This design comes from an exercise in tuning for a short achievable clock period and few clock cycles per item on the open sky130 flow, not from production work.
Only simulation tests tie the RTL to the original design; equivalence was not proved.
The flow treats the clock pin as an ideal source, which a real chip does not have.
No activity file was given, so power comes from the tool's default toggle rates.

## lane 1
// rmw_counter_pipe
module rmw_counter_pipe #(
    parameter int unsigned AW = 8,
    parameter int unsigned DW = 16,
    parameter int unsigned IW = 8
) (
    input  logic          clk,
    input  logic          rst_n,
    input  logic          cmd_valid,
    output logic          cmd_ready,
    input  logic [1:0]    cmd_op,
    input  logic [AW-1:0] cmd_addr,
    input  logic [IW-1:0] cmd_inc,
    output logic          rsp_valid,
    output logic [1:0]    rsp_op,
    output logic [AW-1:0] rsp_addr,
    output logic [DW-1:0] rsp_data,
    output logic          rsp_sat
);
For scale: about 9,000 cells after synthesis, roughly 4,900 flip-flops, about 170,000 sq um of cells after synthesis.
Settings: LEC_CHECK=0, ABC_CLOCK_PERIOD_IN_PS=1500, CAP_MARGIN=20, CORE_MARGIN=2, CORE_UTILIZATION=45, CTS_CLUSTER_DIAMETER=150, CTS_CLUSTER_SIZE=30, SETUP_SLACK_MARGIN=2.5, SLEW_MARGIN=20, SYNTH_MEMORY_MAX_BITS=8192; clock period 4.4 ns.
standard.sh (not shown) runs the stock make flow with config.mk's settings and CLKGATE_MAP_FILE= SYNTH_SCRIPT=/design/flow/synth_recipe.tcl, a recipe that flattens the netlist after the stock synthesis.
==> flow/flow/run.sh <==
#!/bin/bash
# Standard ORFS layout with two changes at clock tree synthesis (flow/pre_cts.tcl): before it,
# each output port's register is moved beside the port's buffer; right after the tree is built,
# its root buffer is removed so the clock port drives the four first-level buffers directly,
# and those buffers and the ones they drive become inverters (two inversions keep the polarity).
# Timing repair then runs on that tree as usual.
set -euo pipefail
W=$(cd "$(dirname "$0")/.." && pwd)
cd "$W"
export PRE_CTS_TCL="$W/flow/pre_cts.tcl"
bash standard.sh finish > "$W/standard.log" 2>&1
Other scripts of this flow, unchanged in this note and not shown: flow/flow/out_regs.tcl, flow/flow/pre_cts.tcl, flow/flow/root_fix.tcl
Testbench counts of lane 1, summed over its fixed seeds: cycles 24,032, items 24,000.
Modified inputs, lane 2 compared to lane 1
--- a/flow/design.v
+++ b/flow/design.v
@@ -93,22 +93,22 @@
     always_ff @(posedge clk) begin
         h4_0_q <= w3 && (cmd_addr == a3_q);
         h5_0_q <= w4_q && (cmd_addr == wa4_q);
         op0_q  <= cmd_op;
         a0_q   <= cmd_addr;
         inc0_q <= cmd_inc;
         for (int i = 0; i < 256; i++) rsel_q[i] <= (cmd_addr == 8'(i));
     end
-    logic [15:0] mem_q [256];
-    logic [15:0] wb_gen_q, wb_ren_q;
+    logic [15:0]  mem_q [256];
+    logic [255:0] wb_en_q;
     logic [15:0] wb_d_q;
     for (genvar i = 0; i < 256; i++) begin : g_mem
         always_ff @(posedge clk) begin
-            if (wb_gen_q[i/16] && wb_ren_q[i%16]) mem_q[i] <= wb_d_q;
+            if (wb_en_q[i]) mem_q[i] <= wb_d_q;
         end
     end
     logic [1:0]  op1_q, op2_q, op3_q;
     logic [7:0]  a1_q, a2_q, a3_q;
     logic [7:0]  addend1_q, addend2_q;
     logic        clr1_q, clr2_q, clr3_q;
     logic        anz1_q, anz2_q, anz3_q;
     logic        h1_1_q, h1_2_q, h1_3_q;
@@ -149,21 +149,22 @@
         for (int g = 0; g < 16; g++) grp_q[g] <= grp_d[g];
     end
     logic [15:0] pre_d, pre_q;
     logic [7:0]  lo_q;            
     logic [15:0] data_q;          
     logic [7:0]  hi_q;            
     logic        sat_q;           
     logic [7:0]  lo_d1_q;         
+    logic [15:0] fw4_q;           
     logic [15:0] wb_d2_q;         
     always_comb begin
         pre_d = ({16{sel_2_q}} & {8'd0, lo_q}) | ({16{sel_3_q && sat_q}})
               | ({16{sel_3_q}} & {hi_q, lo_d1_q})
-              | ({16{sel_4_q}} & wb_d_q) | ({16{sel_5_q}} & wb_d2_q);
+              | ({16{sel_4_q}} & fw4_q) | ({16{sel_5_q}} & wb_d2_q);
         for (int g = 0; g < 16; g++) pre_d = pre_d | ({16{sel_g_q[g]}} & grp_q[g]);
     end
     always_ff @(posedge clk) begin
         op2_q     <= op1_q;
         a2_q      <= a1_q;
         addend2_q <= addend1_q;
         anz2_q    <= anz1_q;
         clr2_q    <= clr1_q;
@@ -222,23 +223,20 @@
         data_q  <= sat_n ? 16'hFFFF : {hi_n, lo_q};
         rsat_q  <= sat_b ? anz3_q : ovf;
         if (w3) wa4_q <= a3_q;
     end
     logic       wb_we;
     logic [7:0] wb_a;
     assign wb_we = !run_q || w4_q;
     assign wb_a  = run_q ? wa4_q : ic_q;
-    always_ff @(posedge clk or negedge rst_n) begin
-        if (!rst_n) wb_gen_q <= '0;
-        else for (int g = 0; g < 16; g++) wb_gen_q[g] <= wb_we && (wb_a[7:4] == 4'(g));
-    end
-    always_ff @(posedge clk) begin
-        for (int r = 0; r < 16; r++) wb_ren_q[r] <= (wb_a[3:0] == 4'(r));
+    always_ff @(posedge clk) begin
+        for (int i = 0; i < 256; i++) wb_en_q[i] <= wb_we && (wb_a == 8'(i));
         wb_d_q  <= !run_q ? 16'd0 : (sat_q ? 16'hFFFF : {hi_q, lo_d1_q});
-        wb_d2_q <= wb_d_q;
+        fw4_q   <= sat_q ? 16'hFFFF : {hi_q, lo_d1_q};
+        wb_d2_q <= fw4_q;
     end
     assign rsp_valid = v4_q;
     assign rsp_op    = op4_q;
     assign rsp_addr  = a4_q;
     assign rsp_data  = data_q;
     assign rsp_sat   = rsat_q;
 endmodule
### Flow results
- Compared with lane 1, in lane 2 cell internal power dissipation increased by 2800 uW relative to the old numbers; via count went up; register-to-register slack went down 0.16 ns; met3 routing resource usage after global routing held; number of standard cells in the final layout excluding fillers increased by 477 relative to the old numbers.
- Looking at part of the cycle the worst path needs, lane 2 sits 3.6 points above lane 1.
- In the tables for lane 2 and lane 1, proportion of cell area occupied by registers reads lower with lane 1.
- After detailed routing, lane 1 needs less wire than lane 2.
- Compare lane 2 and lane 1 | number of sequential cells in the layout higher: lane 2
- Higher simple logic cell fraction of the synthesized area among lane 2 and lane 1: lane 1
- Worst setup slack after layout on lane 2 is down relative to lane 1.
- When the final numbers for lane 2 and lane 1 were put side by side, the core utilization turned out to be smaller in lane 1.
Testbench counts of lane 2, summed over its fixed seeds: cycles 24,032, items 24,000.

==> what the ideal ports hide <==
The results above use ideal ports. As a check the final layouts listed here were re-extracted and re-timed, cells and wires unchanged. Step 1 (the two cells are an assumption about what drives the block):
set clk [get_ports {clk}]
set_driving_cell -lib_cell sky130_fd_sc_hd__clkbuf_16 $clk
set_driving_cell -lib_cell sky130_fd_sc_hd__buf_2 [delete_from_list [all_inputs] $clk]
Step 2 moves the port delays by t, midway between the first and last clock arrival at a register: inputs arrive t later, outputs are due t later. That takes back most of the time a late clock gives input paths. Slacks: ideal / step 1 / step 2; pairs: ideal / step 1.
run	t (ns)	slack for setup (ns)	hold slack, ns	cell pins on the clock port's net
lane 1	0.871	2.396 / 2.106 / 1.878	0.328 / 0.219 / 0.328	4
lane 2	0.884	2.236 / 2.058 / 1.954	0.266 / -0.060 / 0.327	4
After both steps setup and hold are still met in every run listed. The setup slack of lane 1, which loses most, moves by -0.290 ns with the drivers and by -0.518 ns with both steps.
